What follows belongs to an exercise in optimizing a design on an open flow for small area; a production flow would make more cautious choices. In this exercise RTL edits were held to simulation tests only and were not proved equivalent to the original. No activity file was given, so power comes from the tool's default toggle rates.

### flow/flow/run.sh
#!/bin/bash
# Own flow: the standard synthesis fixes the flip-flops (names and cells);
# gen_netlist.py then rewrites the combinational logic by hand, and the
# standard ORFS steps lay the result out.
set -euo pipefail
R=orfs/results/sky130hd/regfile_wr_demux32/base
bash standard.sh synth > 1_std_synth.log 2>&1
cp $R/1_2_yosys.v std_1_2_yosys.v
python3 flow/gen_netlist.py std_1_2_yosys.v > gen_1_2_yosys.v 2> gen_netlist.log
cp gen_1_2_yosys.v $R/1_2_yosys.v
rm -f $R/1_synth.odb $R/1_synth.sdc
bash standard.sh synth > 1_gen_synth_odb.log 2>&1
bash standard.sh > 2_standard_finish.log 2>&1
### flow/flow/gen_netlist.py
#!/usr/bin/env python3
"""Hand-mapped gate netlist for regfile_wr_demux32 (sky130hd).

usage: gen_netlist.py STD_NETLIST > NETLIST

STD_NETLIST is the standard synthesis of the RTL; only its flip-flop instances
are taken from it (names and cell type are kept), all combinational logic is
written here:
  storage bit   d = a22o(we[i], wr_data[j], hold[i], q)
  read bit      32-term AND-OR: 10 x a222oi + a22oi, nand4/nand4/nand3, or3
"""
import re
import sys

P = "sky130_fd_sc_hd__"
std = open(sys.argv[1]).read()
ffs = re.findall(r"(sky130_fd_sc_hd__\w+)\s+(\\regs_q\[(\d+)\]\[(\d+)\]\$_DFF_P_)\s*\(", std)
assert len(ffs) == 31 * 32, len(ffs)
ff_cell = {}
for cell, name, i, j in ffs:
    ff_cell[(int(i), int(j))] = (cell, name)
assert set(ff_cell) == {(i, j) for i in range(1, 32) for j in range(32)}

out = []
wires = set()
cnt = [0]


def w(name):
    wires.add(name)
    return name


def g(cell, **pins):
    cnt[0] += 1
    conns = ", ".join(f".{p}({n})" for p, n in pins.items())
    out.append(f"  {P}{cell} g{cnt[0]} ({conns});")


def q(i, j):
    return f"\\regs_q[{i}][{j}] "


# Address literals.
def lits(prefix, bus, nbits):
    for k in range(nbits):
        g("inv_1", A=f"{bus}[{k}]", Y=w(f"{prefix}_n{k}"))


def lit(prefix, bus, k, v):
    return f"{bus}[{k}]" if v else f"{prefix}_n{k}"


lits("wa", "wr_addr", 5)
lits("ra", "rd_addr_a", 5)
lits("rb", "rd_addr_b", 5)
g("inv_1", A="rst_n", Y=w("rst"))

# Write predecode (active low).
for m in range(4):
    g("nand2_1", A=lit("wa", "wr_addr", 0, m & 1), B=lit("wa", "wr_addr", 1, m >> 1 & 1),
      Y=w(f"wlo_n{m}"))
for m in range(8):
    g("nand4_1", A="wr_en", B=lit("wa", "wr_addr", 2, m & 1),
      C=lit("wa", "wr_addr", 3, m >> 1 & 1), D=lit("wa", "wr_addr", 4, m >> 2 & 1),
      Y=w(f"whi_n{m}"))

g("conb_1", LO="wr_strobe[0]", HI=w("unused_hi"))
for i in range(1, 32):
    g("nor2_1", A=f"wlo_n{i & 3}", B=f"whi_n{i >> 2}", Y=f"wr_strobe[{i}]")
    g("nor3_1", A=f"wlo_n{i & 3}", B=f"whi_n{i >> 2}", C="rst", Y=w(f"we{i}"))
    g("nor2_1", A=f"wr_strobe[{i}]", B="rst", Y=w(f"hold{i}"))

# Storage.
for i in range(1, 32):
    for j in range(32):
        cell, name = ff_cell[(i, j)]
        g("a22o_1", A1=f"we{i}", A2=f"wr_data[{j}]", B1=f"hold{i}", B2=q(i, j),
          X=w(f"d_{i}_{j}"))
        out.append(f"  {cell} {name} (.CLK(clk), .D(d_{i}_{j}), .Q({q(i, j)}));")
        wires.add(q(i, j))

# Read ports.
for p, pre, bus in (("a", "ra", "rd_addr_a"), ("b", "rb", "rd_addr_b")):
    for m in range(4):
        g("nand2_1", A=lit(pre, bus, 0, m & 1), B=lit(pre, bus, 1, m >> 1 & 1),
          Y=w(f"{p}lo_n{m}"))
    for m in range(8):
        g("nand3_1", A=lit(pre, bus, 2, m & 1), B=lit(pre, bus, 3, m >> 1 & 1),
          C=lit(pre, bus, 4, m >> 2 & 1), Y=w(f"{p}hi_n{m}"))
    for i in range(1, 32):
        g("nor3_1", A=f"{p}lo_n{i & 3}", B=f"{p}hi_n{i >> 2}", C=f"wr_strobe[{i}]",
          Y=w(f"{p}sel{i}"))
    # Bypass: wr_en & wr_addr == rd_addr & rd_addr != 0.
    for k in range(5):
        g("xnor2_1", A=f"wr_addr[{k}]", B=f"{bus}[{k}]", Y=w(f"{p}eq{k}"))
    g("or2_1", A=f"{p}lo_n0", B=f"{p}hi_n0", X=w(f"{p}nz"))
    g("nand4_1", A=f"{p}eq0", B=f"{p}eq1", C=f"{p}eq2", D=f"{p}eq3", Y=w(f"{p}t1"))
    g("nand3_1", A=f"{p}eq4", B="wr_en", C=f"{p}nz", Y=w(f"{p}t2"))
    g("nor2_1", A=f"{p}t1", B=f"{p}t2", Y=w(f"{p}byp"))
    for j in range(32):
        terms = [(f"{p}sel{i}", q(i, j)) for i in range(1, 32)]
        terms.append((f"{p}byp", f"wr_data[{j}]"))
        ys = []
        k = 0
        while terms:
            y = w(f"{p}y_{j}_{k}")
            if len(terms) >= 3 and len(terms) != 4:
                (a1, a2), (b1, b2), (c1, c2) = terms[:3]
                terms = terms[3:]
                g("a222oi_1", A1=a1, A2=a2, B1=b1, B2=b2, C1=c1, C2=c2, Y=y)
            else:
                (a1, a2), (b1, b2) = terms[:2]
                terms = terms[2:]
                g("a22oi_1", A1=a1, A2=a2, B1=b1, B2=b2, Y=y)
            ys.append(y)
            k += 1
        assert len(ys) == 11
        zs = []
        for n, grp in enumerate((ys[0:4], ys[4:8], ys[8:11])):
            z = w(f"{p}z_{j}_{n}")
            if len(grp) == 4:
                g("nand4_1", A=grp[0], B=grp[1], C=grp[2], D=grp[3], Y=z)
            else:
                g("nand3_1", A=grp[0], B=grp[1], C=grp[2], Y=z)
            zs.append(z)
        g("or3_1", A=zs[0], B=zs[1], C=zs[2], X=f"rd_data_{p}[{j}]")

print("module regfile_wr_demux32 (clk, rst_n, wr_en, wr_addr, wr_data, rd_addr_a, rd_addr_b,")
print("  rd_data_a, rd_data_b, wr_strobe);")
print("  input clk;\n  input rst_n;\n  input wr_en;\n  input [4:0] wr_addr;\n  input [31:0] wr_data;")
print("  input [4:0] rd_addr_a;\n  input [4:0] rd_addr_b;")
print("  output [31:0] rd_data_a;\n  output [31:0] rd_data_b;\n  output [31:0] wr_strobe;")
for x in sorted(wires):
    print(f"  wire {x};")
print("\n".join(out))
print("endmodule")
### flow/standard.sh
#!/bin/bash
# synth_recipe.tcl (not shown) runs the flow's synth.tcl, then flattens the netlist and writes it again
# the make line also repeats each setting of config.mk as NAME=value (left out here)
make -C /OpenROAD-flow-scripts/flow DESIGN_CONFIG=/design/flow/config.mk WORK_HOME=/design/flow/orfs CLKGATE_MAP_FILE= SYNTH_SCRIPT=/design/flow/synth_recipe.tcl "${@:-finish}"
### flow/config.mk
export PLATFORM = sky130hd
export DESIGN_NAME = regfile_wr_demux32
export DESIGN_NICKNAME = regfile_wr_demux32
export VERILOG_FILES = /design/flow/design.v
export SDC_FILE = /design/flow/constraint.sdc
export NUM_CORES = 4
export LEC_CHECK = 0
export CAP_MARGIN = 20
export CORE_MARGIN = 2
export CORE_UTILIZATION = 30
export SLEW_MARGIN = 20
### flow/constraint.sdc
create_clock -name core_clock -period 8.0 [get_ports {clk}]
set_input_delay 1.6000 -clock core_clock [delete_from_list [all_inputs] [get_ports {clk}]]
set_output_delay 1.6000 -clock core_clock [all_outputs]
set_load 0.01 [all_outputs]
### flow/design.v
module regfile_wr_demux32 #(
    parameter int N_BITS   = 32,
    parameter int BYPASS   = 1,
    parameter int ZERO_REG = 1
) (
    input  logic              clk,
    input  logic              rst_n,
    input  logic              wr_en,
    input  logic [4:0]        wr_addr,
    input  logic [N_BITS-1:0] wr_data,
    input  logic [4:0]        rd_addr_a,
    input  logic [4:0]        rd_addr_b,
    output logic [N_BITS-1:0] rd_data_a,
    output logic [N_BITS-1:0] rd_data_b,
    output logic [31:0]       wr_strobe
);
    localparam int FIRST = (ZERO_REG != 0) ? 1 : 0;
    logic [N_BITS-1:0] regs_q [32];
    always_comb begin
        for (int i = 0; i < 32; i++) begin
            wr_strobe[i] = wr_en && (wr_addr == 5'(i));
        end
        if (ZERO_REG != 0) begin
            wr_strobe[0] = 1'b0;
        end
    end
    logic [31:0] row_we, row_hold;
    assign row_we   =  wr_strobe & {32{rst_n}};
    assign row_hold = ~wr_strobe & {32{rst_n}};
    always_ff @(posedge clk) begin
        for (int i = FIRST; i < 32; i++) begin
            regs_q[i] <= ({N_BITS{row_we[i]}} & wr_data)
                       | ({N_BITS{row_hold[i]}} & regs_q[i]);
        end
    end
    logic [31:0] dec_a, dec_b, sel_a, sel_b;
    always_comb begin
        for (int i = 0; i < 32; i++) begin
            dec_a[i] = (rd_addr_a == 5'(i));
            dec_b[i] = (rd_addr_b == 5'(i));
        end
    end
    assign sel_a[0] = (BYPASS != 0) && |(dec_a & wr_strobe);
    assign sel_b[0] = (BYPASS != 0) && |(dec_b & wr_strobe);
    assign sel_a[31:1] = (BYPASS != 0) ? (dec_a[31:1] & ~wr_strobe[31:1]) : dec_a[31:1];
    assign sel_b[31:1] = (BYPASS != 0) ? (dec_b[31:1] & ~wr_strobe[31:1]) : dec_b[31:1];
    for (genvar j = 0; j < N_BITS; j++) begin : g_col
        logic [31:0] col;
        assign col[0] = wr_data[j];
        for (genvar i = 1; i < 32; i++) begin : g_row
            assign col[i] = (i >= FIRST) ? regs_q[i][j] : 1'b0;
        end
        assign rd_data_a[j] = |(sel_a & col);
        assign rd_data_b[j] = |(sel_b & col);
    end
endmodule
==> results.toml, run 1 <==
[critical_path]
r2r-end = "regs_q[8][18]$_DFF_P_"
startpoint_type = "input port"
cp_slowest_cell = "nor2_1"
worstSetupEndpoint = "rd_data_b[14]"
reg2regPathDepth = 1
cp-end-kind = "output pin"
cp.depth = 10
required_ns = 6.40
timing.reg2reg.setup_slack_ns = 7.33
cp-startpoint = "wr_addr[4]"
crit_buf_inv = 4
crit_arrival_ns = 5.82
crit_fanout = 32
cp_slowest_stage_delay_ns = 0.61
worstPathCellList = "clkdlybuf4s50_1 -> inv_1 -> nand4_1 -> nor2_1 -> nor3_2 -> buf_4 -> a222oi_1 -> nand4_1 -> or3_1 -> clkdlybuf4s50_1"
rr_startpoint = "regs_q[8][18]$_DFF_P_"
critPathKind = "in2out"
cp_top_family = "simple AND/OR/NAND/NOR gates"

[finish]
seq_area_um2 = 19900
largestRegisters = "regs_q: 992 flops"
syn_to_final_growth_pct = 23.9
layout_common_cells = "a22o_1, dfxtp_1, a222oi_1, buf_4, clkdlybuf4s50_1"
layoutNonFillerInstCount = 5318
largest_reg_flops = 992
n_fill_cell = 12100
drive_above_1_share_pct = 12.3
nNetsFinal = 3631
regMostFlops = "regs_q"
multiInputGateArea_um2 = 18800

[status]
status = "complete, no violations"

[clock_tree]
cts_buffers = 97
cts.clk_slew.worst_paths_ns = 0.06
post_cts_resize_count = 0
cts_root_buffer = "clkbuf_16"
clock-sinks = 992
cts_tree = "yes"
h-tree-depth = 3
postCtsSetupBuffers = 0
hold_buffers = 0
clock_path_buffers = 3
clock_latency_ns = 0.68

[drt]
drc = 0
num_vias = 40100
routedWlPerCell_um = 36.8
drt-vias-per-instance = 7.55
dr.pass1.iters = 14
antenna_left = 0
drtIter0Drc = 11000
wl_um = 196000

[sta]
finalWorstSetupSlack_ns = 0.575
fmaxAchievable_ghz = 0.135
setup_tns_ns = 0
post-route-min-period_ns = 7.42
rsz0062_at_grt = "false"
slew-limit-headroom_pct = 19.4
finalSetupViolCount = 0
tightest_slew_ns = 1.21
fin_crit_sh_pct = 92.8
hold_violations = 0
maxSlewViolCount = 0
clock_skew_ns = 0

[power]
p_int_mw = 8.00
p_comb_share_pct = 5.8
p_per_area_nw_per_um2 = 224
power_leakage_nw = 16.6
p_clk_share_pct = 46.8
switching_share_pct = 24.2
vdd_drop_max_v = 0.000163
p_sw_mw = 2.55
seq_power_share_pct = 47.4
p_total_mw = 10.6

[run]
cap_violations = 0

[floorplan]
die_h_um = 360
ios = 146
dieArea_um2 = 130000
start_util_pct = 30.2
coreArea_um2 = 126000
num_rows = 130
chipWidth_um = 360

[synthesis]
mappedNetlistArea_um2 = 38000
yosys_warnings = 2
syn_area_per_cell_um2 = 12.0
synth_cells = 3170
syn_nets = 3220

[place]
dp_worst_setup_slack_ns = 0.770
io_buffers = 144
hpwl_um = 109000
gp_congestion = 0.883
numPlacedInstances = 5129

[global_route]
grt_pass1_vias = 36900
grt-ovfl-total = 0
antenna_found_initial = 11
grt_pass1_wl_um = 275000
grt_start_max_net_pins = 47
gr-usage-all-layers_pct = 28.5

[hold_path]
hold_path_class = "reg2reg"
-- metrics by stage --
stage | hold WS [ns] | instance area, um2 | util (%)
after floorplan | 0.463 | 38000 | -
after global routing | 0.511 | 47100 | 37.5
after global placement | 0.477 | 43500 | 34.6
after CTS | 0.500 | 47000 | 37.4
after detailed placement | 0.476 | 43600 | 34.7
final | 0.495 | 47100 | 37.5
-- power groups by stage --
stage	sequential [mW]	clock, mW	combinational [mW]
global route	5.01	5.12	0.611
finish	5.01	4.94	0.614
floorplan	5.11	0	0.177
CTS	5.00	4.93	0.577
detailed placement	5.11	0	0.576
global placement	5.11	0	0.565
-- how the worst min path moves through the flow --
stage | from | end | slack [ns] | cells after the start
2_1_floorplan | regs_q[10][0]$_DFF_P_ | regs_q[10][0]$_DFF_P_ | 0.46 | 1
3_3_place_gp | regs_q[4][6]$_DFF_P_ | regs_q[4][6]$_DFF_P_ | 0.48 | 1
3_5_place_dp | regs_q[10][3]$_DFF_P_ | regs_q[10][3]$_DFF_P_ | 0.48 | 1
4_1_cts | regs_q[1][14]$_DFF_P_ | regs_q[1][14]$_DFF_P_ | 0.50 | 1
5_1_grt | regs_q[27][7]$_DFF_P_ | regs_q[27][7]$_DFF_P_ | 0.51 | 1
6_report | regs_q[19][1]$_DFF_P_ | regs_q[19][1]$_DFF_P_ | 0.50 | 1
-- per-layer routing --
| metal | routed length, um | GRT usage, % | share of wire (%) |
|---|---|---|---|
| met1 | 74000 | 38.1 | 38 |
| met5 | 180 | 1.63 | 0.092 |
| met2 | 76600 | 38.5 | 39 |
| met4 | 11900 | 15.5 | 6.1 |
| met3 | 33100 | 11.5 | 17 |
-- final cells by class --
| type | count | share of cell area (%) |
|---|---|---|
| Inverter | 16 | 0.133 |
| Multi-Input combinational cell | 2162 | 39.9 |
| Timing Repair Buffer | 312 | 6.16 |
| Antenna cell | 11 | 0.0584 |
| Clock inverter | 33 | 1.02 |
| Clock buffer | 142 | 6.16 |
| Tap cell | 1650 | 4.38 |
| Sequential cell | 992 | 42.2 |
==> run 2, diff against run 1 <==
==> flow/flow/run.sh (replaced) <==
#!/bin/bash
# Own flow: the standard synthesis fixes the flip-flops (names and cells);
# gen_netlist.py then rewrites the combinational logic by hand, and the
# standard ORFS steps lay the result out, with a leaner clock tree and
# minimum-size port buffers.
set -euo pipefail
R=orfs/results/sky130hd/regfile_wr_demux32/base
bash standard.sh synth > 1_std_synth.log 2>&1
cp $R/1_2_yosys.v std_1_2_yosys.v
python3 flow/gen_netlist.py std_1_2_yosys.v > gen_1_2_yosys.v 2> gen_netlist.log
cp gen_1_2_yosys.v $R/1_2_yosys.v
rm -f $R/1_synth.odb $R/1_synth.sdc
bash standard.sh synth > 1_gen_synth_odb.log 2>&1
bash standard.sh \
  "CTS_ARGS=-sink_clustering_enable -repair_clock_nets -dont_use_dummy_load -buf_list {sky130_fd_sc_hd__clkbuf_4 sky130_fd_sc_hd__clkbuf_8}" \
  "BUFFER_PORTS_ARGS=-buffer_cell sky130_fd_sc_hd__buf_1" \
  finish > 2_standard_finish.log 2>&1
--- a/flow/config.mk
+++ b/flow/config.mk
@@ -5,7 +5,7 @@
 export SDC_FILE = /design/flow/constraint.sdc
 export NUM_CORES = 4
 export LEC_CHECK = 0
-export CAP_MARGIN = 20
+export CAP_MARGIN = 5
 export CORE_MARGIN = 2
-export CORE_UTILIZATION = 30
-export SLEW_MARGIN = 20
+export CORE_UTILIZATION = 55
+export SLEW_MARGIN = 5
==> run 2 against run 1 <==
Still clean. Register-to-register slack worse by 0.03 ns. Sequential power about the same. Final cell count down 15%. Wire length up 5.4%. First-iteration DRC count up 28%. Via count up 7.0%. Critical path depth down 1. Cell area down 6.9%. Largest power group unchanged.
==> results.toml, run 2 <==
[status]
status = "complete, no violations"

[floorplan]
coreArea_um2 = 68500
ios = 146
die_h_um = 267
num_rows = 96
dieArea_um2 = 71300
chipWidth_um = 267
start_util_pct = 55.5

[finish]
syn_to_final_growth_pct = 15.4
n_fill_cell = 5346
largest_reg_flops = 992
post-route-util_pct = 64.1
nNetsFinal = 3693
drive_above_1_share_pct = 13.0
layout_common_cells = "a22o_1, dfxtp_1, a222oi_1, buf_4, clkbuf_8"
regMostFlops = "regs_q"
largestRegisters = "regs_q: 992 flops"

[power]
switching_share_pct = 26.2
p_comb_share_pct = 6.5
p_sw_mw = 2.41
power_leakage_nw = 15.8
p_per_area_nw_per_um2 = 210
p_clk_share_pct = 39.1
seq_power_share_pct = 54.4
vdd_drop_max_v = 0.000134
p_int_mw = 6.80

[global_route]
grt_pass1_vias = 40700
antenna_found_initial = 18
grt-ovfl-total = 0
grt_pass1_wl_um = 286000
gr-usage-all-layers_pct = 55.5
grt_start_max_net_pins = 38

[sta]
finalWorstSetupSlack_ns = 0.923
rsz0062_at_grt = "false"
hold_violations = 0
setup_tns_ns = 0
maxSlewViolCount = 0
post-route-min-period_ns = 7.08
tightest_slew_ns = 1.13
fin_worst_hold_slack_ns = 0.502
finalSetupViolCount = 0
slew-limit-headroom_pct = 24.7
fmaxAchievable_ghz = 0.141
clock_skew_ns = 0
fin_crit_sh_pct = 88.5

[critical_path]
reg2regPathDepth = 1
timing.reg2reg.setup_slack_ns = 7.30
crit_buf_inv = 3
cp_slowest_cell = "nor2_1"
worstPathCellList = "buf_1 -> nand4_1 -> nor2_1 -> nor3_2 -> buf_4 -> a222oi_1 -> nand4_1 -> or3_1 -> buf_1"
critPathKind = "in2out"
cp-end-kind = "output pin"
r2r-end = "regs_q[19][30]$_DFF_P_"
cp_top_family = "simple AND/OR/NAND/NOR gates"
cp-startpoint = "wr_en"
crit_fanout = 21
required_ns = 6.40
startpoint_type = "input port"
crit_arrival_ns = 5.48
cp_slowest_stage_delay_ns = 0.74
rr_startpoint = "regs_q[19][30]$_DFF_P_"

[synthesis]
syn_area_per_cell_um2 = 12.0
yosys_warnings = 2
synth_cells = 3170
mappedNetlistArea_um2 = 38000
syn_nets = 3220

[clock_tree]
cts_root_buffer = "clkbuf_8"
postCtsSetupBuffers = 0
cts_buffers = 157
cts_tree = "yes"
clock_latency_ns = 0.80
clock-sinks = 992
cts.clk_slew.worst_paths_ns = 0.06
hold_buffers = 0
post_cts_resize_count = 0
h-tree-depth = 4
clock_path_buffers = 3

[place]
dp_worst_setup_slack_ns = 1.18
gp_congestion = 0.994
io_buffers = 144
hpwl_um = 110000

[drt]
wl_um = 206000
routedWlPerCell_um = 45.5
antenna_left = 0
num_vias = 42900
drc = 0
dr.pass1.iters = 15
drt-vias-per-instance = 9.47
drtIter0Drc = 14000

[hold_path]
min_from = "regs_q[25][16]$_DFF_P_"
hold_end = "regs_q[25][16]$_DFF_P_"
hold_path_class = "reg2reg"
hold_depth = 1

[run]
cap_violations = 0
[run 2: metal layers]
metal,GRT usage [%],up-vias,share of wire (%)
met5,1.73,-,0.097
met1,65.8,20400,33
met3,31.0,1462,19
li1,-,15700,-
met2,72.4,5365,38
met4,44.6,18,9.8
[run 2: how the worst max path moves through the flow]
stage                         end  slack [ns]  depth (start not counted)
detailed placement  rd_data_b[30]        1.18                          9
floorplan            rd_data_a[0]        2.11                          7
finish              rd_data_a[30]        0.92                          9
global placement    rd_data_a[30]        1.14                          9
global route        rd_data_b[30]        1.06                          9
CTS                 rd_data_a[30]        1.16                          9
[run 2: area by class of cell]
class,instances,area [um2],share of cell area (%)
diodes,13,32.5,0.0741
clock buffers,157,2160,4.92
multi-input cells,2162,18800,42.9
well taps,882,1100,2.52
flip-flops and latches,992,19900,45.3
inverters,16,62.6,0.143
repair buffers,314,1840,4.20
[run 2: through the flow]
step / power, mW / cells / area [um2]
after global placement: 5.65 / 4366 / 41700
after global routing: 9.35 / 4527 / 43900
final: 9.21 / 4536 / 43900
after floorplan: 5.28 / 3170 / 38000
after detailed placement: 5.66 / 4366 / 41700
after CTS: 9.09 / 4523 / 43800
[run 2: power by group through the flow]
stage	sequential (mW)	combinational, mW	clock, mW
2_1_floorplan	5.11	0.177	0
3_3_place_gp	5.11	0.533	0
3_5_place_dp	5.11	0.544	0
4_1_cts	5.01	0.544	3.54
5_1_grt	5.01	0.580	3.76
6_report	5.01	0.603	3.60
==> run 3, diff against run 2 <==
--- a/flow/flow/run.sh
+++ b/flow/flow/run.sh
@@ -12,6 +12,6 @@
 rm -f $R/1_synth.odb $R/1_synth.sdc
 bash standard.sh synth > 1_gen_synth_odb.log 2>&1
 bash standard.sh \
-  "CTS_ARGS=-sink_clustering_enable -repair_clock_nets -dont_use_dummy_load -buf_list {sky130_fd_sc_hd__clkbuf_4 sky130_fd_sc_hd__clkbuf_8}" \
+  "CTS_ARGS=-sink_clustering_enable -repair_clock_nets -dont_use_dummy_load -buf_list {sky130_fd_sc_hd__clkbuf_8 sky130_fd_sc_hd__clkbuf_16} -sink_clustering_size 24 -sink_clustering_max_diameter 80" \
   "BUFFER_PORTS_ARGS=-buffer_cell sky130_fd_sc_hd__buf_1" \
   finish > 2_standard_finish.log 2>&1
==> run 3 against run 2 <==
Hold slack improved by 0.0067 ns. Worst setup slack improved by 0.0024 ns. Clock skew unchanged. Die area unchanged. Final cell count decreased by 2.6%. Sequential power about the same. Via count decreased by 1.7%. Synthesized area unchanged. Utilization decreased by 1.4 points. Critical endpoint is now rd_data_b[4]. Highest routed layer unchanged.
==> results.toml, run 3 <==
[status]
status = "complete, no violations"

[clock_tree]
hold_buffers = 0
postCtsSetupBuffers = 0
cts.clk_slew.worst_paths_ns = 0.08
cts_buffers = 49
clock-sinks = 992
cts_root_buffer = "clkbuf_16"
clock_path_buffers = 3
cts_tree = "yes"
h-tree-depth = 2
post_cts_resize_count = 0
clock_latency_ns = 0.66

[drt]
dr.pass1.iters = 22
antenna_left = 0
wl_um = 205000
drt-vias-per-instance = 9.55
drc = 0
drtIter0Drc = 14100
num_vias = 42200
routedWlPerCell_um = 46.3

[finish]
regMostFlops = "regs_q"
syn_to_final_growth_pct = 12.9
n_fill_cell = 5380
drive_above_1_share_pct = 10.4
largest_reg_flops = 992
nNetsFinal = 3585
final_area_um2 = 42900
layout_common_cells = "a22o_1, dfxtp_1, a222oi_1, buf_4, nand4_1"
largestRegisters = "regs_q: 992 flops"
layoutNonFillerInstCount = 4420

[global_route]
grt-ovfl-total = 0
grt_pass1_wl_um = 282000
antenna_found_initial = 10
gr-usage-all-layers_pct = 54.6
grt_start_max_net_pins = 38
grt_pass1_vias = 39800

[synthesis]
synth_cells = 3170
yosys_warnings = 2
syn_area_per_cell_um2 = 12.0
syn_nets = 3220
mappedNetlistArea_um2 = 38000

[critical_path]
required_ns = 6.40
critPathKind = "in2out"
crit_arrival_ns = 5.47
startpoint_type = "input port"
crit_fanout = 20
cp-end-kind = "output pin"
reg2regPathDepth = 1

[floorplan]
coreArea_um2 = 68500
die_h_um = 267
num_rows = 96
start_util_pct = 55.5
dieArea_um2 = 71300
chipWidth_um = 267
ios = 146

[power]
vdd_drop_max_v = 0.000173
p_per_area_nw_per_um2 = 195
power_leakage_nw = 15.2

[sta]
maxSlewViolCount = 0
fmaxAchievable_ghz = 0.141
clock_skew_ns = 0
setup_tns_ns = 0
rsz0062_at_grt = "false"
finalSetupViolCount = 0
fin_crit_sh_pct = 88.4
tightest_slew_ns = 1.13
post-route-min-period_ns = 7.07
slew-limit-headroom_pct = 24.7
hold_violations = 0

[place]
gp_congestion = 0.994
placed_area_um2 = 41700
numPlacedInstances = 4366
hpwl_um = 110000
io_buffers = 144

[run]
cap_violations = 0

[hold_path]
hold_depth = 1
hold_path_class = "reg2reg"
run 3: cell count changes in the layout (fill, tap and decap cells not counted):
cell       before  now
clkbuf_16       0   49
diode_2        13    5
clkbuf_8      157    0
run 3: path summary, 6_finish.rpt:
kind                               start                     end  slack, ns
setup / recovery              wr_addr[2]            rd_data_b[4]       0.93
setup reg to reg  regs_q[19][30]$_DFF_P_  regs_q[19][30]$_DFF_P_       7.30
hold reg to reg   regs_q[28][16]$_DFF_P_  regs_q[28][16]$_DFF_P_       0.51
hold / removal    regs_q[28][16]$_DFF_P_  regs_q[28][16]$_DFF_P_       0.51
run 3: final cells by class:
cell class              instances  area (um2)  area share [%]
diodes                          5        12.5          0.0292
flip-flops and latches        992       19900            46.3
multi-input cells            2162       18800            43.8
well taps                     882        1100            2.57
inverters                      16        62.6           0.146
repair buffers                314        1840            4.29
clock buffers                  49        1230            2.86
run 3: metal layers:
layer / global-route usage [%] / vias to the layer above / routed length, um
met1: 66.8 / 20000 / 67200
met4: 42.0 / 8 / 20000
met3: 26.7 / 1382 / 39200
met2: 72.5 / 5281 / 78200
li1: - / 15500 / -
met5: 0.554 / - / 54
run 3: where the power goes:
group          switching (mW)  internal, mW  total (mW)
clock                    1.65          1.09        2.75
sequential             0.0321          4.97        5.00
combinational           0.506        0.0956       0.602
run 3: critical path, stage by stage:
cell,delay (ns)
buf_1,0.20
inv_1,0.21
nand4_1,0.44
nor2_1,0.89
nor3_2,0.11
buf_4,0.30
a222oi_1,0.51
nand4_1,0.51
or3_1,0.55
buf_1,0.15
run 3: per-stage QoR:
step / power [mW] / setup slack, ns / hold slack [ns] / utilization (%)
3_5_place_dp: 5.66 / 1.18 / 0.476 / 60.9
6_report: 8.35 / 0.925 / 0.509 / 62.7
3_3_place_gp: 5.65 / 1.14 / 0.477 / 60.9
5_1_grt: 8.45 / 1.03 / 0.522 / 62.7
2_1_floorplan: 5.28 / 2.11 / 0.463 / -
4_1_cts: 8.22 / 1.17 / 0.505 / 62.7
==> run 4, diff against run 3 <==
--- a/flow/flow/gen_netlist.py
+++ b/flow/flow/gen_netlist.py
@@ -8,6 +8,7 @@
 written here:
   storage bit   d = a22o(we[i], wr_data[j], hold[i], q)
   read bit      32-term AND-OR: 10 x a222oi + a22oi, nand4/nand4/nand3, or3
+Row and select nets with 32 loads are driven by one small gate per half row.
 """
 import re
 import sys
@@ -37,6 +38,13 @@
     out.append(f"  {P}{cell} g{cnt[0]} ({conns});")
 
 
+HALVES = 2
+
+
+def half(j):
+    return j * HALVES // 32
+
+
 def q(i, j):
     return f"\\regs_q[{i}][{j}] "
 
@@ -56,50 +64,59 @@
 lits("rb", "rd_addr_b", 5)
 g("inv_1", A="rst_n", Y=w("rst"))
 
-# Write predecode (active low).
+# Write predecode, both polarities.
 for m in range(4):
     g("nand2_1", A=lit("wa", "wr_addr", 0, m & 1), B=lit("wa", "wr_addr", 1, m >> 1 & 1),
       Y=w(f"wlo_n{m}"))
+    g("inv_1", A=f"wlo_n{m}", Y=w(f"wlo{m}"))
 for m in range(8):
     g("nand4_1", A="wr_en", B=lit("wa", "wr_addr", 2, m & 1),
       C=lit("wa", "wr_addr", 3, m >> 1 & 1), D=lit("wa", "wr_addr", 4, m >> 2 & 1),
       Y=w(f"whi_n{m}"))
+    g("inv_1", A=f"whi_n{m}", Y=w(f"whi{m}"))
 
+# Row controls. Each high-fanout row net is driven by two gates, one per
+# half of the row, so that no buffer tree is needed.
 g("conb_1", LO="wr_strobe[0]", HI=w("unused_hi"))
 for i in range(1, 32):
     g("nor2_1", A=f"wlo_n{i & 3}", B=f"whi_n{i >> 2}", Y=f"wr_strobe[{i}]")
-    g("nor3_1", A=f"wlo_n{i & 3}", B=f"whi_n{i >> 2}", C="rst", Y=w(f"we{i}"))
-    g("nor2_1", A=f"wr_strobe[{i}]", B="rst", Y=w(f"hold{i}"))
+    g("nand2_1", A=f"wlo{i & 3}", B=f"whi{i >> 2}", Y=w(f"stb_n{i}"))
+    for h in range(HALVES):
+        g("nor2_1", A=f"stb_n{i}", B="rst", Y=w(f"we{i}_{h}"))
+        g("nor2_1", A=f"wr_strobe[{i}]", B="rst", Y=w(f"hold{i}_{h}"))
 
 # Storage.
 for i in range(1, 32):
     for j in range(32):
         cell, name = ff_cell[(i, j)]
-        g("a22o_1", A1=f"we{i}", A2=f"wr_data[{j}]", B1=f"hold{i}", B2=q(i, j),
+        h = half(j)
+        g("a22o_1", A1=f"we{i}_{h}", A2=f"wr_data[{j}]", B1=f"hold{i}_{h}", B2=q(i, j),
           X=w(f"d_{i}_{j}"))
         out.append(f"  {cell} {name} (.CLK(clk), .D(d_{i}_{j}), .Q({q(i, j)}));")
         wires.add(q(i, j))
 
 # Read ports.
 for p, pre, bus in (("a", "ra", "rd_addr_a"), ("b", "rb", "rd_addr_b")):
+    # Predecode (active high) from the complemented literals.
     for m in range(4):
-        g("nand2_1", A=lit(pre, bus, 0, m & 1), B=lit(pre, bus, 1, m >> 1 & 1),
-          Y=w(f"{p}lo_n{m}"))
+        g("nor2_1", A=lit(pre, bus, 0, 1 - (m & 1)), B=lit(pre, bus, 1, 1 - (m >> 1 & 1)),
+          Y=w(f"{p}lo{m}"))
     for m in range(8):
-        g("nand3_1", A=lit(pre, bus, 2, m & 1), B=lit(pre, bus, 3, m >> 1 & 1),
-          C=lit(pre, bus, 4, m >> 2 & 1), Y=w(f"{p}hi_n{m}"))
+        g("nor3_1", A=lit(pre, bus, 2, 1 - (m & 1)), B=lit(pre, bus, 3, 1 - (m >> 1 & 1)),
+          C=lit(pre, bus, 4, 1 - (m >> 2 & 1)), Y=w(f"{p}hi{m}"))
+    for i in range(0, 32):
+        g("nand2_1", A=f"{p}lo{i & 3}", B=f"{p}hi{i >> 2}", Y=w(f"{p}dec_n{i}"))
     for i in range(1, 32):
-        g("nor3_1", A=f"{p}lo_n{i & 3}", B=f"{p}hi_n{i >> 2}", C=f"wr_strobe[{i}]",
-          Y=w(f"{p}sel{i}"))
+        for h in range(HALVES):
+            g("nor2_1", A=f"{p}dec_n{i}", B=f"wr_strobe[{i}]", Y=w(f"{p}sel{i}_{h}"))
     # Bypass: wr_en & wr_addr == rd_addr & rd_addr != 0.
     for k in range(5):
         g("xnor2_1", A=f"wr_addr[{k}]", B=f"{bus}[{k}]", Y=w(f"{p}eq{k}"))
-    g("or2_1", A=f"{p}lo_n0", B=f"{p}hi_n0", X=w(f"{p}nz"))
     g("nand4_1", A=f"{p}eq0", B=f"{p}eq1", C=f"{p}eq2", D=f"{p}eq3", Y=w(f"{p}t1"))
-    g("nand3_1", A=f"{p}eq4", B="wr_en", C=f"{p}nz", Y=w(f"{p}t2"))
+    g("nand3_1", A=f"{p}eq4", B="wr_en", C=f"{p}dec_n0", Y=w(f"{p}t2"))
     g("nor2_1", A=f"{p}t1", B=f"{p}t2", Y=w(f"{p}byp"))
     for j in range(32):
-        terms = [(f"{p}sel{i}", q(i, j)) for i in range(1, 32)]
+        terms = [(f"{p}sel{i}_{half(j)}", q(i, j)) for i in range(1, 32)]
         terms.append((f"{p}byp", f"wr_data[{j}]"))
         ys = []
         k = 0
--- a/flow/config.mk
+++ b/flow/config.mk
@@ -5,7 +5,8 @@
 export SDC_FILE = /design/flow/constraint.sdc
 export NUM_CORES = 4
 export LEC_CHECK = 0
-export CAP_MARGIN = 5
+export CAP_MARGIN = 35
 export CORE_MARGIN = 2
 export CORE_UTILIZATION = 55
-export SLEW_MARGIN = 5
+export GPL_TIMING_DRIVEN = 0
+export SLEW_MARGIN = 35
==> run 4 against run 3 <==
Still clean on timing, DRC and antenna. First-iteration DRC count fell by 40%. Synthesized cell count rose by 7.2%. Register-to-register slack barely moved. Utilization fell by 1.1 points. Sequential share of layout area fell by 0.11 points. Flip-flop and latch count did not move. Critical endpoint is now rd_data_a[22].
==> results.toml, run 4 <==
[status]
status = "complete, no violations"

[critical_path]
crit_fanout = 16
critPathKind = "in2out"
crit_arrival_ns = 5.53
cp-startpoint = "wr_en"
cp.depth = 8
cp_slowest_stage_delay_ns = 0.80
cp-end-kind = "output pin"
cp_top_family = "simple AND/OR/NAND/NOR gates"
crit_buf_inv = 2
startpoint_type = "input port"
cp_slowest_cell = "nor2_1"
required_ns = 6.40
rr_startpoint = "regs_q[18][7]$_DFF_P_"
reg2regPathDepth = 1
worstPathCellList = "buf_1 -> nand4_1 -> nor2_1 -> nor2_2 -> a222oi_1 -> nand4_1 -> or3_1 -> buf_1"

[sta]
rsz0062_at_grt = "false"
slew-limit-headroom_pct = 25.9
hold_violations = 0
finalSetupViolCount = 0
tightest_slew_ns = 1.10
maxSlewViolCount = 0
fin_crit_sh_pct = 89.2
post-route-min-period_ns = 7.13
clock_skew_ns = 0
setup_tns_ns = 0
fmaxAchievable_ghz = 0.140

[drt]
routedWlPerCell_um = 33.1
drt-vias-per-instance = 8.40
wl_um = 151000
drc = 0
drtIter0Drc = 8472
dr.pass1.iters = 16
antenna_left = 0
num_vias = 38400

[power]
p_total_mw = 8.17
power_leakage_nw = 15.1
p_per_area_nw_per_um2 = 190
vdd_drop_max_v = 0.000188

[hold_path]
min_from = "regs_q[4][2]$_DFF_P_"
hold_depth = 1
hold_path_class = "reg2reg"

[finish]
largest_reg_flops = 992
nNetsFinal = 3673
syn_to_final_growth_pct = 11.0
largestRegisters = "regs_q: 992 flops"
drive_above_1_share_pct = 10.2
seq_area_um2 = 19900
regMostFlops = "regs_q"
multiInputGateArea_um2 = 19500
n_fill_cell = 5696
layout_common_cells = "a22o_1, dfxtp_1, a222oi_1, nor2_2, nand4_1"

[global_route]
antenna_found_initial = 17
grt_pass1_wl_um = 225000
grt_pass1_vias = 35200
grt-ovfl-total = 0
gr-usage-all-layers_pct = 38.9
grt_start_max_net_pins = 73

[clock_tree]
postCtsSetupBuffers = 0
post_cts_resize_count = 0
h-tree-depth = 2
hold_buffers = 0
cts_tree = "yes"
clock_path_buffers = 3
cts.clk_slew.worst_paths_ns = 0.08
clock_latency_ns = 0.59
clock-sinks = 992
cts_root_buffer = "clkbuf_16"
cts_buffers = 49

[floorplan]
coreArea_um2 = 69900
dieArea_um2 = 72600
die_h_um = 269
ios = 146
chipWidth_um = 269
num_rows = 97
start_util_pct = 55.4

[synthesis]
synth_cells = 3399
syn_area_per_cell_um2 = 11.4
mappedNetlistArea_um2 = 38800
yosys_warnings = 2
syn_nets = 3449

[place]
hpwl_um = 107000
gp_congestion = 0.969
io_buffers = 144

[run]
cap_violations = 0
run 4: changes by cell type in the layout (fill, tap and decap cells not counted), sizes merged, moves of 2 or more:
cell	before	now
nand2	12	99
nand3	82	66
clkbuf	69	49
inv	16	28
nor3	93	16
nor2	64	289
buf	294	173
or2	2	0
run 4: final timing paths:
check,end,slack (ns)
setup reg to reg,regs_q[18][7]$_DFF_P_,7.31
hold / removal,regs_q[4][2]$_DFF_P_,0.51
setup / recovery,rd_data_a[22],0.87
hold reg to reg,regs_q[4][2]$_DFF_P_,0.51
run 4: cell type report:
class | count | area share [%]
well taps | 940 | 2.73
inverters | 28 | 0.262
flip-flops and latches | 992 | 46.2
diodes | 4 | 0.0233
multi-input cells | 2379 | 45.2
clock buffers | 49 | 2.85
repair buffers | 173 | 2.73
run 4: metal layers:
metal / vias to the layer above / GRT usage [%] / routed length [um]
li1: 15800 / - / -
met1: 18900 / 57.1 / 61000
met2: 3348 / 56.7 / 63500
met3: 264 / 11.7 / 23500
met4: 8 / 7.32 / 3070
met5: - / 0 / 47
run 4: power by group:
part           switching [mW]  internal, mW
Combinational           0.389         0.101
Sequential             0.0312          4.97
Clock                    1.58          1.10
run 4: metrics by stage:
stage	worst slack [ns]	area (um2)	cells	utilization (%)	hold slack [ns]
after floorplan	3.00	38800	3399	-	0.463
after global placement	0.825	40500	4483	57.9	0.477
after detailed placement	1.22	41800	4512	59.8	0.479
after CTS	1.20	43000	4561	61.5	0.503
after global routing	0.756	43000	4563	61.5	0.521
final	0.867	43000	4565	61.5	0.505
==> run 5, diff against run 4 <==
--- a/flow/config.mk
+++ b/flow/config.mk
@@ -5,8 +5,8 @@
 export SDC_FILE = /design/flow/constraint.sdc
 export NUM_CORES = 4
 export LEC_CHECK = 0
-export CAP_MARGIN = 35
+export CAP_MARGIN = 20
 export CORE_MARGIN = 2
 export CORE_UTILIZATION = 55
 export GPL_TIMING_DRIVEN = 0
-export SLEW_MARGIN = 35
+export SLEW_MARGIN = 20
==> run 5 against run 4 <==
Still clean. Hold slack gained 0.0030 ns. Sequential power is essentially flat. Total power shrank 0.58%. First-iteration DRC count grew 0.91%. Utilization shrank 0.74 points. Critical endpoint unchanged. Largest cell class unchanged. Highest routed layer unchanged.
==> results.toml, run 5 <==
[global_route]
grt-ovfl-total = 0
antenna_found_initial = 12
gr-usage-all-layers_pct = 38.8
grt_pass1_wl_um = 225000
grt_pass1_vias = 34700
grt_start_max_net_pins = 82

[hold_path]
hold_path_class = "reg2reg"
min_from = "regs_q[25][18]$_DFF_P_"

[synthesis]
syn_nets = 3449
syn_area_per_cell_um2 = 11.4
synth_cells = 3399
yosys_warnings = 2
mappedNetlistArea_um2 = 38800

[finish]
final_area_um2 = 42500
multiInputGateArea_um2 = 19400
largest_reg_flops = 992
regMostFlops = "regs_q"
largestRegisters = "regs_q: 992 flops"
layout_common_cells = "a22o_1, dfxtp_1, a222oi_1, nor2_2, nand4_1"
drive_above_1_share_pct = 9.10
syn_to_final_growth_pct = 9.67
n_fill_cell = 5785
nNetsFinal = 3656
seq_area_um2 = 19900

[power]
p_sw_mw = 1.98
vdd_drop_max_v = 0.000196
p_comb_share_pct = 5.7
power_leakage_nw = 14.9
p_clk_share_pct = 32.7
seq_power_share_pct = 61.6
p_int_mw = 6.14
switching_share_pct = 24.3
p_per_area_nw_per_um2 = 191

[critical_path]
critPathKind = "in2out"
required_ns = 6.40
cp-startpoint = "wr_en"
rr_startpoint = "regs_q[18][1]$_DFF_P_"
cp-end-kind = "output pin"
startpoint_type = "input port"
crit_arrival_ns = 5.58
crit_fanout = 16

[sta]
post-route-min-period_ns = 7.18
tightest_slew_ns = 1.24
fin_crit_sh_pct = 89.7
setup_tns_ns = 0
rsz0062_at_grt = "false"
maxSlewViolCount = 0
hold_violations = 0
finalSetupViolCount = 0
slew-limit-headroom_pct = 17.3
fmaxAchievable_ghz = 0.139
clock_skew_ns = 0
finalWorstSetupSlack_ns = 0.824

[floorplan]
chipWidth_um = 269
num_rows = 97
dieArea_um2 = 72600
start_util_pct = 55.4
die_h_um = 269
coreArea_um2 = 69900
ios = 146

[drt]
drt-vias-per-instance = 8.42
dr.pass1.iters = 14
antenna_left = 0
drtIter0Drc = 8549
routedWlPerCell_um = 33.1
num_vias = 38300
wl_um = 150000
drc = 0

[clock_tree]
clock_latency_ns = 0.63
post_cts_resize_count = 0
cts_root_buffer = "clkbuf_16"
clock_path_buffers = 3
hold_buffers = 0
postCtsSetupBuffers = 0
cts.clk_slew.worst_paths_ns = 0.09
cts_buffers = 49
cts_tree = "yes"
h-tree-depth = 2
clock-sinks = 992

[place]
dp_worst_setup_slack_ns = 1.12
placed_area_um2 = 41100
io_buffers = 144
hpwl_um = 106000
gp_congestion = 0.969

[status]
status = "complete, no violations"

[run]
cap_violations = 0
run 5: stage by stage:
stage	cells	utilization, %	total power, mW	hold WS (ns)
final	4547	60.8	8.12	0.508
after detailed placement	4491	58.8	5.55	0.478
after CTS	4540	60.6	8.10	0.505
after global placement	4483	57.9	5.52	0.477
after floorplan	3399	-	5.29	0.463
after global routing	4544	60.8	8.32	0.517
run 5: worst paths after layout:
| path | endpoint | slack (ns) | depth (start not counted) |
|---|---|---|---|
| worst max-delay path | rd_data_a[22] | 0.82 | 8 |
| worst max register to register | regs_q[18][1]$_DFF_P_ | 7.34 | 1 |
| worst min register to register | regs_q[25][18]$_DFF_P_ | 0.51 | 1 |
| worst min-delay path | regs_q[25][18]$_DFF_P_ | 0.51 | 1 |
run 5: cell type report:
| cell class | count | share of cell area [%] |
|---|---|---|
| sequential | 992 | 46.7 |
| antenna | 3 | 0.0177 |
| clock buffer | 49 | 2.88 |
| inverter | 28 | 0.265 |
| multi-input combinational | 2379 | 45.6 |
| timing repair buffer | 156 | 1.73 |
| tap | 940 | 2.77 |
run 5: power groups by stage:
stage | sequential [mW] | clock (mW) | combinational (mW)
global route | 5.01 | 2.84 | 0.472
finish | 5.00 | 2.66 | 0.460
detailed placement | 5.11 | 0 | 0.431
floorplan | 5.11 | 0 | 0.187
global placement | 5.11 | 0 | 0.406
CTS | 5.00 | 2.67 | 0.432
run 5: critical path, stage by stage:
cell,delay (ns)
buf_1,0.42
nand4_1,0.64
nor2_1,0.78
nor2_2,0.32
a222oi_1,0.68
nand4_1,0.39
or3_1,0.55
buf_1,0.18
run 5: layer usage:
| metal | global-route usage, % | vias to the layer above | wire [um] |
|---|---|---|---|
| li1 | - | 15800 | - |
| met1 | 57.6 | 19000 | 61800 |
| met2 | 56.5 | 3239 | 62900 |
| met3 | 11.0 | 233 | 22600 |
| met4 | 7.09 | 8 | 3160 |
| met5 | 0 | - | 47 |
==> run 6, diff against run 5 <==
--- a/flow/flow/run.sh
+++ b/flow/flow/run.sh
@@ -12,6 +12,6 @@
 rm -f $R/1_synth.odb $R/1_synth.sdc
 bash standard.sh synth > 1_gen_synth_odb.log 2>&1
 bash standard.sh \
-  "CTS_ARGS=-sink_clustering_enable -repair_clock_nets -dont_use_dummy_load -buf_list {sky130_fd_sc_hd__clkbuf_8 sky130_fd_sc_hd__clkbuf_16} -sink_clustering_size 24 -sink_clustering_max_diameter 80" \
+  "CTS_ARGS=-sink_clustering_enable -repair_clock_nets -dont_use_dummy_load -buf_list {sky130_fd_sc_hd__clkbuf_8 sky130_fd_sc_hd__clkbuf_16} -sink_clustering_size 28 -sink_clustering_max_diameter 90" \
   "BUFFER_PORTS_ARGS=-buffer_cell sky130_fd_sc_hd__buf_1" \
   finish > 2_standard_finish.log 2>&1
==> run 6 against run 5 <==
Global-route usage down 0.058 points. Total power down 1.9%. Critical endpoint unchanged. Cell area fell by 0.38%. Critical path type unchanged. Final cell count decreased by 0.20%. Clock skew stayed put.
==> results.toml, run 6 <==
[critical_path]
critPathKind = "in2out"
cp_slowest_stage_delay_ns = 0.76
cp_slowest_cell = "nor2_1"
startpoint_type = "input port"
cp-end-kind = "output pin"
required_ns = 6.40
crit_fanout = 16
crit_arrival_ns = 5.56
worstPathCellList = "buf_1 -> nand4_1 -> nor2_1 -> nor2_2 -> a222oi_1 -> nand4_1 -> or3_1 -> buf_1"

[place]
gp_congestion = 0.969
dp_worst_setup_slack_ns = 1.12
placed_area_um2 = 41100
io_buffers = 144
hpwl_um = 106000

[finish]
nNetsFinal = 3649
multiInputGateArea_um2 = 19400
post-route-util_pct = 60.6
syn_to_final_growth_pct = 9.25
drive_above_1_share_pct = 8.92
final_area_um2 = 42300
n_fill_cell = 5825
largestRegisters = "regs_q: 992 flops"
layout_common_cells = "a22o_1, dfxtp_1, a222oi_1, nor2_2, nand4_1"
regMostFlops = "regs_q"
largest_reg_flops = 992
seq_area_um2 = 19900

[status]
status = "complete, no violations"

[global_route]
grt-ovfl-total = 0
gr-usage-all-layers_pct = 38.8
grt_pass1_wl_um = 225000
antenna_found_initial = 12
grt_pass1_vias = 34600
grt_start_max_net_pins = 82

[drt]
routedWlPerCell_um = 33.1
drt-vias-per-instance = 8.42
num_vias = 38200
dr.pass1.iters = 17
drtIter0Drc = 8295
wl_um = 150000
antenna_left = 0
drc = 0

[power]
vdd_drop_max_v = 0.000204
p_per_area_nw_per_um2 = 188
power_leakage_nw = 14.8

[clock_tree]
cts_root_buffer = "clkbuf_16"
cts.clk_slew.worst_paths_ns = 0.11
clock_latency_ns = 0.61
h-tree-depth = 2
cts_buffers = 43
clock-sinks = 992
post_cts_resize_count = 0
cts_tree = "yes"
hold_buffers = 0
postCtsSetupBuffers = 0
clock_path_buffers = 3

[sta]
setup_tns_ns = 0
rsz0062_at_grt = "false"
finalSetupViolCount = 0
fin_crit_sh_pct = 89.4
hold_violations = 0
fmaxAchievable_ghz = 0.140
finalWorstSetupSlack_ns = 0.845
tightest_slew_ns = 1.28
fin_worst_hold_slack_ns = 0.509
maxSlewViolCount = 0
clock_skew_ns = 0
slew-limit-headroom_pct = 14.5
post-route-min-period_ns = 7.16

[synthesis]
mappedNetlistArea_um2 = 38800
yosys_warnings = 2
syn_nets = 3449
syn_area_per_cell_um2 = 11.4
synth_cells = 3399

[floorplan]
chipWidth_um = 269
start_util_pct = 55.4
num_rows = 97
dieArea_um2 = 72600
ios = 146
die_h_um = 269
coreArea_um2 = 69900

[hold_path]
hold_path_class = "reg2reg"

[run]
cap_violations = 0
-- run 6: power breakdown --
part / leakage [nW] / switching, mW / internal, mW
clock network: 0.530 / 1.53 / 0.970
registers: 8.00 / 0.0311 / 4.97
logic: 6.30 / 0.382 / 0.0768
total: 14.8 / 1.94 / 6.02
-- run 6: critical path, delay by kind of cell --
family | cells | cell delay, ns
AND/OR/NAND/NOR | 5 | 2.68
buffers and inverters | 2 | 0.58
AO/OA/AOI/OAI | 1 | 0.68
-- run 6: stage by stage --
step           std cells  power, mW
2_1_floorplan       3399       5.29
3_3_place_gp        4483       5.52
3_5_place_dp        4491       5.55
4_1_cts             4534       7.95
5_1_grt             4537       8.16
6_report            4538       7.96
-- run 6: cell type report --
type | instances | share of cell area, %
diodes | 1 | 0.00591
clock buffers | 43 | 2.54
inverters | 28 | 0.266
multi-input cells | 2379 | 45.8
flip-flops and latches | 992 | 46.9
well taps | 940 | 2.78
repair buffers | 155 | 1.72
-- run 6: path summary, 6_finish.rpt --
path,cells after the start,to,startpoint,slack [ns]
min reg2reg,1,regs_q[25][30]$_DFF_P_,regs_q[25][30]$_DFF_P_,0.51
max,8,rd_data_a[22],wr_en,0.84
min,1,regs_q[25][30]$_DFF_P_,regs_q[25][30]$_DFF_P_,0.51
max reg2reg,1,regs_q[14][27]$_DFF_P_,regs_q[14][27]$_DFF_P_,7.33
-- run 6: metal layers --
metal | track usage, % | wire length [um] | share of wire, %
met5 | 0 | 33 | 0.022
met4 | 6.68 | 2980 | 2.0
met3 | 10.8 | 22500 | 15
met2 | 56.5 | 62900 | 42
met1 | 57.7 | 61900 | 41
==> run 7, diff against run 6 <==
--- a/flow/config.mk
+++ b/flow/config.mk
@@ -5,8 +5,8 @@
 export SDC_FILE = /design/flow/constraint.sdc
 export NUM_CORES = 4
 export LEC_CHECK = 0
-export CAP_MARGIN = 20
+export CAP_MARGIN = 12
 export CORE_MARGIN = 2
 export CORE_UTILIZATION = 55
 export GPL_TIMING_DRIVEN = 0
-export SLEW_MARGIN = 20
+export SLEW_MARGIN = 12
==> run 7 against run 6 <==
Synthesized area did not move. Register-to-register slack hardly changed. Flip-flop and latch count unchanged. Critical path type unchanged. Largest cell class unchanged.
==> results.toml, run 7 <==
[power]
vdd_drop_max_v = 0.000190
p_per_area_nw_per_um2 = 188
power_leakage_nw = 15.0
p_total_mw = 7.93

[sta]
hold_violations = 0
tightest_slew_ns = 1.35
finalSetupViolCount = 0
setup_tns_ns = 0
rsz0062_at_grt = "false"
maxSlewViolCount = 0
post-route-min-period_ns = 7.17
slew-limit-headroom_pct = 9.41
fin_crit_sh_pct = 89.6
finalWorstSetupSlack_ns = 0.831
fmaxAchievable_ghz = 0.139
clock_skew_ns = 0
fin_worst_hold_slack_ns = 0.506

[drt]
num_vias = 38200
drt-vias-per-instance = 8.38
antenna_left = 0
dr.pass1.iters = 14
drc = 0
drtIter0Drc = 8268
routedWlPerCell_um = 33.0
wl_um = 150000

[critical_path]
worstSetupEndpoint = "rd_data_a[22]"
reg2regPathDepth = 1
crit_arrival_ns = 5.57
r2r-end = "regs_q[18][1]$_DFF_P_"
critPathKind = "in2out"
cp-end-kind = "output pin"
cp-startpoint = "rd_addr_a[2]"
rr_startpoint = "regs_q[18][1]$_DFF_P_"
crit_fanout = 16
timing.reg2reg.setup_slack_ns = 7.32
startpoint_type = "input port"
required_ns = 6.40

[synthesis]
yosys_warnings = 2
syn_area_per_cell_um2 = 11.4
mappedNetlistArea_um2 = 38800
synth_cells = 3399
syn_nets = 3449

[hold_path]
hold_path_class = "reg2reg"

[finish]
multiInputGateArea_um2 = 19100
nNetsFinal = 3670
seq_area_um2 = 19900
n_fill_cell = 5805
largestRegisters = "regs_q: 992 flops"
regMostFlops = "regs_q"
drive_above_1_share_pct = 6.41
syn_to_final_growth_pct = 8.96
largest_reg_flops = 992
layout_common_cells = "a22o_1, dfxtp_1, a222oi_1, nor2_1, nand4_1"

[global_route]
gr-usage-all-layers_pct = 38.7
grt_start_max_net_pins = 82
grt_pass1_wl_um = 224000
antenna_found_initial = 15
grt_pass1_vias = 34900
grt-ovfl-total = 0

[floorplan]
die_h_um = 269
ios = 146
dieArea_um2 = 72600
num_rows = 97
coreArea_um2 = 69900
start_util_pct = 55.4
chipWidth_um = 269

[clock_tree]
post_cts_resize_count = 0
cts_tree = "yes"
h-tree-depth = 2
cts_root_buffer = "clkbuf_16"
postCtsSetupBuffers = 0
hold_buffers = 0
clock_latency_ns = 0.57
clock_path_buffers = 3
clock-sinks = 992
cts_buffers = 42
cts.clk_slew.worst_paths_ns = 0.10

[place]
hpwl_um = 106000
io_buffers = 144
dp_worst_setup_slack_ns = 1.21
gp_congestion = 0.969

[run]
cap_violations = 0

[status]
status = "complete, no violations"
## run 7: area by class of cell
class,count,area share [%]
Sequential cell,992,47.0
Multi-Input combinational cell,2379,45.3
Tap cell,940,2.78
Clock buffer,42,2.49
Timing Repair Buffer,177,2.17
Inverter,28,0.261
Antenna cell,3,0.0178
## run 7: critical path, cell delays in order
cell	delay, ns
buf_1	0.36
inv_1	0.19
nor3_1	0.89
nand2_1	0.25
nor2_1	1.04
a222oi_1	0.38
nand4_1	0.39
or3_1	0.28
buf_1	0.18
## run 7: worst min path at each step
| stage | startpoint | to | slack, ns | cells past startpoint |
|---|---|---|---|---|
| after floorplan | regs_q[10][0]$_DFF_P_ | regs_q[10][0]$_DFF_P_ | 0.46 | 1 |
| after global placement | regs_q[7][24]$_DFF_P_ | regs_q[7][24]$_DFF_P_ | 0.48 | 1 |
| after detailed placement | regs_q[7][10]$_DFF_P_ | regs_q[7][10]$_DFF_P_ | 0.48 | 1 |
| after CTS | regs_q[25][30]$_DFF_P_ | regs_q[25][30]$_DFF_P_ | 0.51 | 1 |
| after global routing | regs_q[16][3]$_DFF_P_ | regs_q[16][3]$_DFF_P_ | 0.52 | 1 |
| final | regs_q[25][30]$_DFF_P_ | regs_q[25][30]$_DFF_P_ | 0.51 | 1 |
## run 7: metrics by stage
stage / util (%) / instance area [um2] / instances
2_1_floorplan: - / 38800 / 3399
3_3_place_gp: 57.9 / 40500 / 4483
3_5_place_dp: 58.5 / 40900 / 4497
4_1_cts: 60.0 / 41900 / 4539
5_1_grt: 60.4 / 42200 / 4559
6_report: 60.4 / 42200 / 4561
## run 7: metal layers
metal	up-vias	wire length (um)	global-route usage (%)
met2	3271	63100	56.6
met4	16	2990	6.45
met3	273	22900	11.6
met5	-	91	0
li1	15800	-	-
met1	18900	61300	56.9
## run 7: power by group
| part | switching (mW) | leakage [nW] | internal (mW) |
|---|---|---|---|
| clock network | 1.52 | 0.518 | 0.950 |
| registers | 0.0311 | 8.00 | 4.97 |
| logic | 0.380 | 6.46 | 0.0774 |
==> run 8, diff against run 7 <==
--- a/flow/flow/gen_netlist.py
+++ b/flow/flow/gen_netlist.py
@@ -8,7 +8,7 @@
 written here:
   storage bit   d = a22o(we[i], wr_data[j], hold[i], q)
   read bit      32-term AND-OR: 10 x a222oi + a22oi, nand4/nand4/nand3, or3
-Row and select nets with 32 loads are driven by one small gate per half row.
+Row and select nets with 32 loads are each driven by one nor2_4.
 """
 import re
 import sys
@@ -38,7 +38,8 @@
     out.append(f"  {P}{cell} g{cnt[0]} ({conns});")
 
 
-HALVES = 2
+HALVES = 1
+DRV = "nor2_4"  # driver of a row / select net with 32 loads
 
 
 def half(j):
@@ -75,15 +76,15 @@
       Y=w(f"whi_n{m}"))
     g("inv_1", A=f"whi_n{m}", Y=w(f"whi{m}"))
 
-# Row controls. Each high-fanout row net is driven by two gates, one per
-# half of the row, so that no buffer tree is needed.
+# Row controls. Each high-fanout row net is driven by one strong gate, so
+# that no buffer tree is needed.
 g("conb_1", LO="wr_strobe[0]", HI=w("unused_hi"))
 for i in range(1, 32):
     g("nor2_1", A=f"wlo_n{i & 3}", B=f"whi_n{i >> 2}", Y=f"wr_strobe[{i}]")
     g("nand2_1", A=f"wlo{i & 3}", B=f"whi{i >> 2}", Y=w(f"stb_n{i}"))
     for h in range(HALVES):
-        g("nor2_1", A=f"stb_n{i}", B="rst", Y=w(f"we{i}_{h}"))
-        g("nor2_1", A=f"wr_strobe[{i}]", B="rst", Y=w(f"hold{i}_{h}"))
+        g(DRV, A=f"stb_n{i}", B="rst", Y=w(f"we{i}_{h}"))
+        g(DRV, A=f"wr_strobe[{i}]", B="rst", Y=w(f"hold{i}_{h}"))
 
 # Storage.
 for i in range(1, 32):
@@ -108,7 +109,7 @@
         g("nand2_1", A=f"{p}lo{i & 3}", B=f"{p}hi{i >> 2}", Y=w(f"{p}dec_n{i}"))
     for i in range(1, 32):
         for h in range(HALVES):
-            g("nor2_1", A=f"{p}dec_n{i}", B=f"wr_strobe[{i}]", Y=w(f"{p}sel{i}_{h}"))
+            g(DRV, A=f"{p}dec_n{i}", B=f"wr_strobe[{i}]", Y=w(f"{p}sel{i}_{h}"))
     # Bypass: wr_en & wr_addr == rd_addr & rd_addr != 0.
     for k in range(5):
         g("xnor2_1", A=f"wr_addr[{k}]", B=f"{bus}[{k}]", Y=w(f"{p}eq{k}"))
--- a/flow/config.mk
+++ b/flow/config.mk
@@ -5,8 +5,8 @@
 export SDC_FILE = /design/flow/constraint.sdc
 export NUM_CORES = 4
 export LEC_CHECK = 0
-export CAP_MARGIN = 12
+export CAP_MARGIN = 20
 export CORE_MARGIN = 2
 export CORE_UTILIZATION = 55
 export GPL_TIMING_DRIVEN = 0
-export SLEW_MARGIN = 12
+export SLEW_MARGIN = 20
==> run 8 against run 7 <==
Sequential share of layout area fell by 2.2 points. Utilization is 2.7 points higher. Die area is 1.2% higher. Flip-flop and latch count unchanged. Global-route usage is 7.0 points higher. Synthesized area up 1.2%. Fmax rose by 5.0%. Total power is 2.5% higher. Cell area grew 5.0%. Worst setup slack improved by 0.34 ns. Critical path type unchanged. Largest power group unchanged.
==> results.toml, run 8 <==
[floorplan]
start_util_pct = 55.8
coreArea_um2 = 70300
die_h_um = 271
num_rows = 97
ios = 146
chipWidth_um = 271
dieArea_um2 = 73500

[critical_path]
r2r-end = "regs_q[3][26]$_DFF_P_"
crit_arrival_ns = 5.23
critPathKind = "in2out"
rr_startpoint = "regs_q[3][26]$_DFF_P_"
timing.reg2reg.setup_slack_ns = 7.31
required_ns = 6.40
startpoint_type = "input port"
cp-end-kind = "output pin"
reg2regPathDepth = 1
crit_fanout = 32

[sta]
fmaxAchievable_ghz = 0.146
tightest_slew_ns = 1.32
hold_violations = 0
finalWorstSetupSlack_ns = 1.17
setup_tns_ns = 0
maxSlewViolCount = 0
post-route-min-period_ns = 6.83
finalSetupViolCount = 0
fin_worst_hold_slack_ns = 0.508
rsz0062_at_grt = "false"
slew-limit-headroom_pct = 12.0
fin_crit_sh_pct = 85.3
clock_skew_ns = 0

[clock_tree]
h-tree-depth = 2
postCtsSetupBuffers = 0
clock_path_buffers = 3
post_cts_resize_count = 0
cts_root_buffer = "clkbuf_16"
clock_latency_ns = 0.65
cts_buffers = 43
cts_tree = "yes"
clock-sinks = 992
hold_buffers = 0
cts.clk_slew.worst_paths_ns = 0.06

[finish]
regMostFlops = "regs_q"
drive_above_1_share_pct = 8.19
syn_to_final_growth_pct = 13.0
layout_common_cells = "a22o_1, dfxtp_1, a222oi_1, nand4_1, nor2_4"
largest_reg_flops = 992
nNetsFinal = 3603
post-route-util_pct = 63.1
largestRegisters = "regs_q: 992 flops"

[power]
vdd_drop_max_v = 0.000215
p_sw_mw = 2.06
p_comb_share_pct = 7.2
p_clk_share_pct = 31.3
p_per_area_nw_per_um2 = 183
p_int_mw = 6.07
power_leakage_nw = 15.5
switching_share_pct = 25.3
seq_power_share_pct = 61.5

[drt]
antenna_left = 0
wl_met2_um = 73200
drt-met1-wl_um = 61900
drc = 0
num_vias = 39900
drtIter0Drc = 11900
routed.top_layer = "met5"
routedWlPerCell_um = 39.7
drt-vias-per-instance = 8.88
dr.pass1.iters = 15
wl_met3_um = 30100
wl_um = 179000

[hold_path]
hold_depth = 1
hold_path_class = "reg2reg"
min_from = "regs_q[13][21]$_DFF_P_"
hold_end = "regs_q[13][21]$_DFF_P_"

[global_route]
grt_start_max_net_pins = 41
gr-usage-all-layers_pct = 45.7
antenna_found_initial = 4
grt_pass1_vias = 38000
grt_pass1_wl_um = 253000
grt-ovfl-total = 0

[run]
cap_violations = 0

[synthesis]
synth_cells = 3275
yosys_warnings = 2
syn_area_per_cell_um2 = 12.0
mappedNetlistArea_um2 = 39200
syn_nets = 3325

[place]
hpwl_um = 104000
io_buffers = 144
dp_worst_setup_slack_ns = 1.37
gp_congestion = 1.00

[status]
status = "complete, no violations"
## run 8: worst max-delay path by stage
stage,startpoint,end,depth (start not counted)
2_1_floorplan,rst_n,regs_q[10][0]$_DFF_P_,3
3_3_place_gp,rst_n,regs_q[15][13]$_DFF_P_,4
3_5_place_dp,wr_en,rd_data_a[20],8
4_1_cts,wr_en,rd_data_a[20],8
5_1_grt,wr_en,rd_data_b[1],9
6_report,wr_addr[1],rd_data_a[20],8
## run 8: area by class of cell
class,count,area (um2)
Timing Repair Buffer,233,2820
Sequential cell,992,19900
Clock buffer,43,1080
Tap cell,940,1180
Inverter,28,113
Multi-Input combinational cell,2255,19300
Fill cell,5414,25900
Antenna cell,6,15.0
## run 8: critical path: stages
cell	delay, ns
buf_1	0.20
nand2_1	0.39
nor2_1	0.91
nor2_4	0.47
a222oi_1	0.50
nand4_1	0.46
or3_1	0.52
buf_1	0.14
## run 8: power groups by stage
stage	sequential (mW)	combinational, mW	clock, mW
2_1_floorplan	5.11	0.204	0
3_3_place_gp	5.11	0.465	0
3_5_place_dp	5.11	0.527	0
4_1_cts	5.00	0.527	2.52
5_1_grt	5.01	0.579	2.69
6_report	5.00	0.584	2.54
## run 8: per-stage QoR
| step | cell area [um2] | power (mW) | instances |
|---|---|---|---|
| 6_report | 44300 | 8.13 | 4497 |
| 4_1_cts | 43400 | 8.05 | 4455 |
| 5_1_grt | 44300 | 8.28 | 4491 |
| 3_3_place_gp | 40900 | 5.58 | 4359 |
| 2_1_floorplan | 39200 | 5.31 | 3275 |
| 3_5_place_dp | 42400 | 5.64 | 4412 |
## run 8: per-layer routing
metal  up-vias  GRT usage (%)
met5         -          0.855
li1      15600              -
met1     19200           59.4
met3       795           15.0
met2      4407           64.7
met4         2           29.4

==> static timing again, ports no longer ideal <==
In the flow no input, the clock included, has a driving cell. The finished layouts below were timed again as built, in two steps.
Step 1: set_driving_cell puts a clkbuf_16 on clk and a buf_2 on each other input, an assumption about the parent block.
Step 2 also shifts input and output timing later by t, the mid clock arrival at the registers, as if the neighbouring blocks saw the same clock.
Slacks: ideal / step 1 / step 2; pairs: ideal / step 1.
run	t, ns	slack for setup (ns)	worst setup path after step 2	latest minus earliest clock arrival (ns)	worst register clock-pin slew, ns
run 1	0.740	0.575 / 0.551 / 0.551	input to output	0.032 / 0.032	0.07 / 0.07
run 2	0.877	0.923 / 0.891 / 0.891	input to output	0.093 / 0.093	0.07 / 0.07
run 3	0.702	0.925 / 0.898 / 0.898	input to output	0.082 / 0.082	0.10 / 0.10
run 4	0.686	0.867 / 0.842 / 0.842	input to output	0.058 / 0.058	0.10 / 0.10
run 5	0.683	0.824 / 0.801 / 0.801	input to output	0.063 / 0.063	0.10 / 0.10
run 6	0.678	0.845 / 0.821 / 0.821	input to output	0.051 / 0.051	0.11 / 0.11
run 7	0.667	0.831 / 0.806 / 0.806	input to output	0.054 / 0.053	0.11 / 0.11
run 8	0.690	1.174 / 1.149 / 1.149	input to output	0.067 / 0.067	0.11 / 0.11
After both steps every run listed still meets setup and hold. For run 2, which loses most, drivers alone change the setup slack by -0.032 ns; drivers and shift together by -0.032 ns.
